Source: an optimization exercise on an open RTL-to-GDS flow (aim: small area, a short achievable clock period and few clock cycles). Production flows keep margins and buffers that such runs may drop.
No functional check of the RTL was part of any run shown here.
Power figures rest on the tool's default switching activity, not on a simulated workload.

==> flow/design.v, too long to show whole: its modules and the start of the top module <==
// module mac_fa: 4 lines
// module mac_ha: 4 lines
// module approx_mac_top: 1418 lines
module approx_mac_top (
    input  wire                         clk,
    input  wire                         arst_n,
    input  wire [33:0]                  cmd,     
    input  wire                         cmd_valid,
    output logic                        cmd_ready,
    output logic [151:0]                result,  
    output logic                        result_valid,
    input  wire                         result_ready
);
  // ...
==> flow/run.sh <==
#!/bin/bash
# synth_recipe.tcl (not shown) runs the flow's synth.tcl, then flattens the netlist and writes it again
# the make line also repeats each setting of config.mk as NAME=value (left out here)
make -C /OpenROAD-flow-scripts/flow DESIGN_CONFIG=/design/flow/config.mk WORK_HOME=/design/flow/orfs CLKGATE_MAP_FILE= SYNTH_SCRIPT=/design/flow/synth_recipe.tcl finish
==> flow/config.mk <==
export PLATFORM = sky130hd
export DESIGN_NAME = approx_mac_top
export DESIGN_NICKNAME = approx_mac_top
export VERILOG_FILES = /design/flow/design.v
export SDC_FILE = /design/flow/constraint.sdc
export NUM_CORES = 4
export LEC_CHECK = 0
export CAP_MARGIN = 20
export CORE_MARGIN = 2
export CORE_UTILIZATION = 40
export SETUP_SLACK_MARGIN = 5
export SLEW_MARGIN = 20
export SYNTH_HIERARCHICAL = 1
==> flow/constraint.sdc <==
create_clock -name core_clock -period 9.0 [get_ports {clk}]
set_input_delay 1.8000 -clock core_clock [delete_from_list [all_inputs] [get_ports {clk}]]
set_output_delay 1.8000 -clock core_clock [all_outputs]
set_load 0.01 [all_outputs]
==> summary.txt, run 1 <==
Outcome:
- The flow ran to the end and the layout has no timing, DRC or antenna violations.

STA:
- In the post-route analysis, the smallest setup slack over all paths is 5.00 ns.
- The worst pin sits at a relative slew slack of 0.355.
- The peak clock frequency supported by timing is 0.250 GHz.

Layout:
- The most area-hungry cell class in the final design is multi-input combinational cells.
- Relative to the synthesized area, the layout overhead comes to 23.1%.
- The end-of-flow core utilization is 0.497.
- 0 antenna diodes ended up in the layout.
- The register ranked first by flip-flop count is pr_q.
- The largest registers in the layout are pr_q x61, err_sum x48, acc x40.
- The layout has 47 clock buffers.
- The number of sequential cells is 267.
- The layout has 290 buffers outside the clock class.

Placed design:
- The post-placement cell area is 24000 um2.

Detailed routing:
- After detailed routing, no signal wire sits above met4.
- Before antenna repair, the detailed router went through 5 iterations.

Run:
- Across the run, the number of max-cap violations was 0.

Logic synthesis:
- Counting flops and latches in the post-synthesis netlist gives 267.
- Of the total synthesized cell area, the portion taken by AND, OR, NAND and NOR gates is 0.149.
- The share of synthesized area in the top cell type comes to 0.186.
- For this run, the number of Yosys warnings is 7.
- The cell type with the largest total area after synthesis is fa_1.
- The number of cells produced by synthesis is 2182.

GRT:
- The number of antenna violations at the first check in global routing came to 3.

Worst setup path:
- The category of the worst setup path launch point is a register.
- The critical path goes through nand2_1 -> o21ai_0 -> fa_1 -> fa_1 -> fa_1 -> fa_1 -> fa_1.
- Following the worst setup path forward leads to its endpoint at pr_q[36].

Clock network:
- The number of buffers on the longest clock path is 3.

Worst hold path:
- The worst hold path depth is 2.

Floorplanning:
- The initial cell density of the core is 0.404.

Pwr:
- The power in combinational cells is 8.11 mW.
- The power per cell area is 433 nW/um2.
==> run 2, diff against run 1 <==
--- a/flow/design.v
+++ b/flow/design.v
@@ -1423,38 +1423,40 @@
     assign ehi = {1'b1, er_q[10], er_q[8], er_q[6], er_q[4], er_q[2], er_q[0], 1'b1} + {1'b0, 1'b0, er_q[9], er_q[7], er_q[5], er_q[3], er_q[1], elo_q[14]};
     assign d = {ehi[7:1], elo_q[13:0]};
     logic [48-1:0]  err_sum;
     logic [19:0]            max_q;
     logic [32-1:0] approx_cnt;
     logic                   neg;
     logic [19:0]            d_inv;    
     logic [19:0]            abs_err;  
-    logic [48:0]            sum_nxt;
+    logic [22:0]            sum_lo;   
+    logic [26:0]            sum_hi1;  
     logic [21:0]            cmp;      
     assign neg     = d[20];
     assign d_inv   = d[19:0] ^ {20{neg}};
     assign abs_err = d_inv + {19'b0, neg};
-    assign sum_nxt = {err_sum, 1'b1} + {28'b0, d_inv, neg};
+    assign sum_lo  = {1'b0, err_sum[20:0], 1'b1} + {2'b0, d_inv, neg};
+    assign sum_hi1 = err_sum[47:21] + 1'b1;
     assign cmp     = {1'b0, d_inv, 1'b1} + {1'b0, ~max_q, neg};
     always_ff @(posedge clk or negedge arst_n) begin
         if (!arst_n) begin
             acc        <= '0;
             err_sum    <= '0;
             max_q      <= '0;
             approx_cnt <= '0;
         end else if (b_clr) begin
             acc        <= '0;
             err_sum    <= '0;
             max_q      <= '0;
             approx_cnt <= '0;
         end else begin
             if (b_apx || b_exa) acc <= acc_s + acc_c;  
             if (b_apx) begin
-                err_sum    <= sum_nxt[48:1];
+                err_sum    <= {sum_lo[22] ? sum_hi1 : err_sum[47:21], sum_lo[21:1]};
                 approx_cnt <= approx_cnt + 1'b1;
                 if (cmp[21]) max_q <= abs_err;
             end
         end
     end
     assign result_s.acc        = acc;
     assign result_s.err_sum    = err_sum;
     assign result_s.err_max    = {12'b0, max_q};
==> run 2 against run 1 <==
Effect of this change:
- register-to-register slack worse by 0.06 ns
- total power is 4.1% lower
- first-iteration DRC count rose by 29%
- sequential share of layout area down 0.41 points
- critical endpoint is now pr_q[30]
- highest routed layer unchanged
- clock power about the same
==> summary.txt, run 2 <==
Logic synthesis:
- The post-synthesis cell area is 21700 um2 (about the same).
- The share of the yosys chip area belonging to registers is 0.296 (about the same).
- The number of different library cells in the post-synthesis netlist is 91 (was 78).
- The proportion of netlist area held by the largest area contributor is 0.186 (about the same).
- The most used standard cell by instance count after synthesis is nand2_1 (was fa_1).
- The post-synthesis average cell area is 9.86 um2 (was 9.93 um2).
- The most used flip-flop cell after synthesis is dfrtp_1 (unchanged).
- The cell type with the largest total area after synthesis is fa_1 (unchanged).
- Commonest cells in the synthesized netlist: nand2_1 (228), fa_1 (201), ha_1 (154) (was fa_1 (201), nand2_1 (174), xnor2_1 (157)).
- The post-synthesis async set-or-reset flop share is 0.547 (unchanged).
- The flip-flop and latch count after synthesis is 267 (unchanged).
- The number of warnings printed during yosys synthesis is 7 (unchanged).
- The number of cells produced by synthesis is 2199 (was 2182).
- Ranking of synthesized cells by area: fa_1 (19%), dfrtp_1 (17%), ha_1 (8.9%) (was fa_1 (19%), dfrtp_1 (17%), ha_1 (8.8%)).
- The number of flops mapped to enable cells by yosys is 34 (unchanged).

STA:
- The number of max-slew violations in the final report came to 0 (unchanged).
- The hold violation count in the final report is 0 (unchanged).
- Unrepaired setup endpoints after global routing: yes (unchanged).
- The number of failing setup endpoints in the final timing report came to 0 (unchanged).
- The portion of the clock cycle consumed by the worst path in the final layout is 0.451 (was 0.444).
- The worst clock skew is 0.0148 ns (was 0.0260 ns).
- The smallest setup slack after layout is 4.94 ns (was 5.00 ns).
- The total negative setup slack is 0 ns (unchanged).
- The transition time at the pin with the least slew margin was 1.09 ns (was 0.967 ns).
- The peak clock frequency supported by timing came to 0.247 GHz (was 0.250 GHz).
- The post-layout minimum cycle time came to 4.06 ns (was 4.00 ns).
- The headroom to the max-slew limit came to 0.264 (was 0.355).
- The final-layout worst hold slack is 0.513 ns (was 0.515 ns).

Clock network:
- The clock root buffer master is clkbuf_16 (unchanged).
- The number of levels in the clock H-tree is 2 (unchanged).
- The hold buffer count at CTS came to 0 (unchanged).
- The number of buffers on the longest clock path is 3 (unchanged).
- The number of clock sinks seen by CTS was 267 (unchanged).
- The clock tree from TritonCTS was yes (unchanged).
- The clock buffer count from CTS is 35 (unchanged).
- The post-CTS clock slew at the launch and capture registers of the worst setup and hold paths is 0.06 ns (about the same).
- The clock latency of the later-clocked register in the worst-skew pair is 0.56 ns (about the same).

Placed design:
- The worst slack at placement came to 3.58 ns (was 4.13 ns).
- The number of buffers inserted by port buffering is 179 (unchanged).
- The post-DP HPWL is 45.8 mm (was 42.5 mm).
- The number of instances in the placed design is 2961 (was 2951).
- The final RePlAce weighted congestion was 0.908 (was 0.886).
- The post-placement cell area is 24000 um2 (about the same).

Floorplanning:
- The initial cell density of the core is 0.404 (about the same).
- The total number of placement rows is 85 (unchanged).
- The I/O pin total is 192 (unchanged).
- The placeable core area is 53700 um2 (unchanged).
- The horizontal extent of the die is 237 um (about the same).
- The die extent in y was 237 um (about the same).
- The die area was 56100 um2 (about the same).

Worst setup path:
- The endpoint kind of the worst setup timing path is a register (unchanged).
- The endpoint of the most critical setup path was pr_q[30] (was pr_q[36]).
- The critical register-to-register path startpoint was x[7] (was y[11]).
- The category of the critical setup timing path is reg2reg (unchanged).
- The worst flop-to-flop path endpoint was pr_q[30] (was pr_q[36]).
- The category of the worst setup path launch point is a register (unchanged).
- The start point of the critical path is x[7] (was y[11]).
- The worst endpoint required time is 9.43 ns (was 9.42 ns).
- The maximum fanout along the worst path was 5 (was 18).
- The worst path arrival time is 4.48 ns (was 4.42 ns).
- The slack of the worst reg-to-reg path was 4.94 ns (was 5.00 ns).
- The cell count of the worst reg-to-reg path is 10 (was 7).

Layout:
- Most frequent cells in the layout: nand2_1 (224), clkdlybuf4s50_1 (178), fa_1 (168) (was fa_1 (187), clkdlybuf4s50_1 (178), nand2_1 (173)).
- Largest registers: pr_q x61, err_sum x48, acc x40 (unchanged).
- The net count reported at finish is 2782 (was 2772).
- The number of diodes added for antenna fixing is 0 (unchanged).
- The flip-flop count of the largest register after layout came to 61 (unchanged).
- The area of all placed cells without fillers is 27200 um2 (was 26700 um2).
- The leading cell type in the layout, fill and taps excluded was nand2_1 (was fa_1).
- The register ranked first by flip-flop count is pr_q (unchanged).
- The fraction of final layout cells sized beyond drive strength 1 is 0.147 (was 0.122).
- The final non-filler cell total was 3111 (was 3103).
- The end-of-flow core utilization was 0.506 (was 0.497).
- The layout-stage area growth over the synthesis result was 25.2% (was 23.1%).

Detailed routing:
- The number of vias after detailed routing came to 17.4k (was 17.0k).
- The average via count per standard cell is 5.58 (was 5.49).
- The first-pass detailed-route iteration total came to 8 (was 5).
- The detail-routed net length per standard cell is 21.4 um (was 19.7 um).
- The initial detailed-routing violation count is 1393 (was 1083).
- The total DRC errors in the routed layout is 0 (unchanged).
- The total wire length is 66.7 mm (was 61.1 mm).
- The post-route antenna net violation count is 0 (unchanged).

Outcome:
- Outcome: timing/DRC/antenna clean (unchanged).

Pwr:
- The fraction of power consumed by sequential logic is 0.185 (was 0.176).
- The total internal power is 5.96 mW (was 6.23 mW).
- The power per cell area is 408 nW/um2 (was 433 nW/um2).
- The total power came to 11.1 mW (was 11.5 mW).
- The portion of total power attributed to the clock network came to 0.130 (was 0.122).
- The power spent charging and discharging nets is 5.12 mW (was 5.32 mW).
- The net switching fraction of the power is 0.462 (was 0.461).
- The reported leakage power was 11.6 nW (about the same).
- The combinational fraction of design power is 0.685 (was 0.702).
- The peak supply drop came to 0.000190 V (was 0.000191 V).

GRT:
- The wire length of the first global-routing pass is 101 mm (was 94.5 mm).
- The remaining global-route overflow is 0 (unchanged).
- The largest net degree at the start of global routing is 88 (was 100).
- The via count of the first global-routing pass is 17.4k (was 17.1k).
- The number of antenna violations at the first check in global routing is 0 (was 3).
- The global-route total usage across every layer is 0.233 (was 0.214).

Worst hold path:
- The worst min-delay path category was reg2reg (unchanged).

Run:
- The total of max-cap violations is 0 (unchanged).
==> run 2: cell types whose count changed after synthesis, moves of 15 or more <==
| cell | before | now |
|---|---|---|
| a21oi_1 | 97 | 115 |
| nand2_1 | 174 | 228 |
| xnor2_1 | 157 | 141 |
| a22o_1 | 32 | 16 |
| nand3_1 | 59 | 43 |
| nand2b_1 | 30 | 9 |
| o31ai_1 | 6 | 23 |
| inv_1 | 96 | 111 |
| o21ai_0 | 62 | 44 |
==> run 2: layout make-up <==
class                      count  area [um2]
clock inverter                15         163
fill                        4804       26600
multi-input combinational   1689       15400
tap                          696         871
timing repair buffer         283        2820
clock buffer                  48        1040
sequential                   267        6430
inverter                     113         427
==> run 2: modules after synthesis, one instance, submodules excluded <==
module,times used,flops+latches,cells,area (um2)
approx_mac_top,1,267,1977,17400
mac_fa,198,0,1,20.0
mac_ha,24,0,1,12.5
==> run 2: how the worst min path moves through the flow <==
stage               from   endpoint  slack (ns)  cells after the start
6_report       max_q[13]  max_q[13]        0.51                      2
5_1_grt         max_q[4]   max_q[4]        0.54                      2
4_1_cts         max_q[6]   max_q[6]        0.52                      2
3_5_place_dp   max_q[13]  max_q[13]        0.50                      2
3_3_place_gp   max_q[18]  max_q[18]        0.50                      2
2_1_floorplan    a_op[0]      b_clr        0.46                      1
==> run 2: repair_timing <==
item                       4_1_cts  5_1_grt
setup endpoints to repair       93       84
gates resized for setup         66      121
pin swaps                       17       70
gates cloned                     9        3
setup buffers                   35       40
hold endpoints to repair         0        0
==> run 2: power by group through the flow <==
stage | clock network [mW] | logic, mW | registers (mW)
after detailed placement | 0 | 6.52 | 2.05
after global routing | 1.53 | 8.40 | 2.09
final | 1.44 | 7.58 | 2.05
after floorplan | 0 | 4.73 | 1.92
after CTS | 1.49 | 6.94 | 2.03
after global placement | 0 | 6.42 | 2.04
==> run 2: logic make-up after synthesis <==
group | count (synthesis) | share of synthesized area
multiplexers | 38 | 0.0179
XOR/XNOR | 199 | 0.0811
AO/OA/AOI/OAI | 425 | 0.135
AND/OR/NAND/NOR | 651 | 0.145
other | 1 | 0.000173
flip-flops | 267 | 0.296
buffers and inverters | 263 | 0.0500
adder cells (fa/ha/maj) | 355 | 0.274
==> run 2: per-layer routing <==
layer / vias to the layer above / part of all wire / GRT usage
li1: 7935 / - / -
met1: 8710 / 0.45 / 0.322
met2: 607 / 0.45 / 0.368
met3: 122 / 0.063 / 0.0428
met4: 0 / 0.036 / 0.0829
met5: - / 0 / 0
==> run 2: worst max-delay path: stages, from the launching register on <==
cell and delay (ns):
edfxtp_1 0.46, ha_2 0.23, mux2_4 0.32, a22oi_2 0.15, xnor2_1 0.10, ha_1 0.32, fa_2 0.54, fa_2 0.46
fa_2 0.37, fa_2 0.54, fa_1 0.43

static timing again, ports no longer ideal:
Ports are ideal in the flow. The routed layouts listed here were re-timed in OpenROAD. Step 1, drivers: a clkbuf_16 drives clk and a buf_2 each remaining input, both assumed. Step 2 times the ports against the registers' clock, not the clock port: input delays grow and output delays shrink by t, the midpoint of the rising clock arrivals with the driver on. a / b / c = no drivers / after step 1 / after step 2; a / b = the first two.
run | t, ns | setup WS [ns] | worst setup path after step 2 | slew at the worst register clock pin (ns) | worst slew at a driven data input, ns
run 1 | 0.603 | 5.000 / 5.000 / 5.000 | register to register | 0.06 / 0.06 | 0.07
run 2 | 0.608 | 4.943 / 4.943 / 4.943 | register to register | 0.06 / 0.06 | 0.04
After both steps every run listed still meets setup and hold.
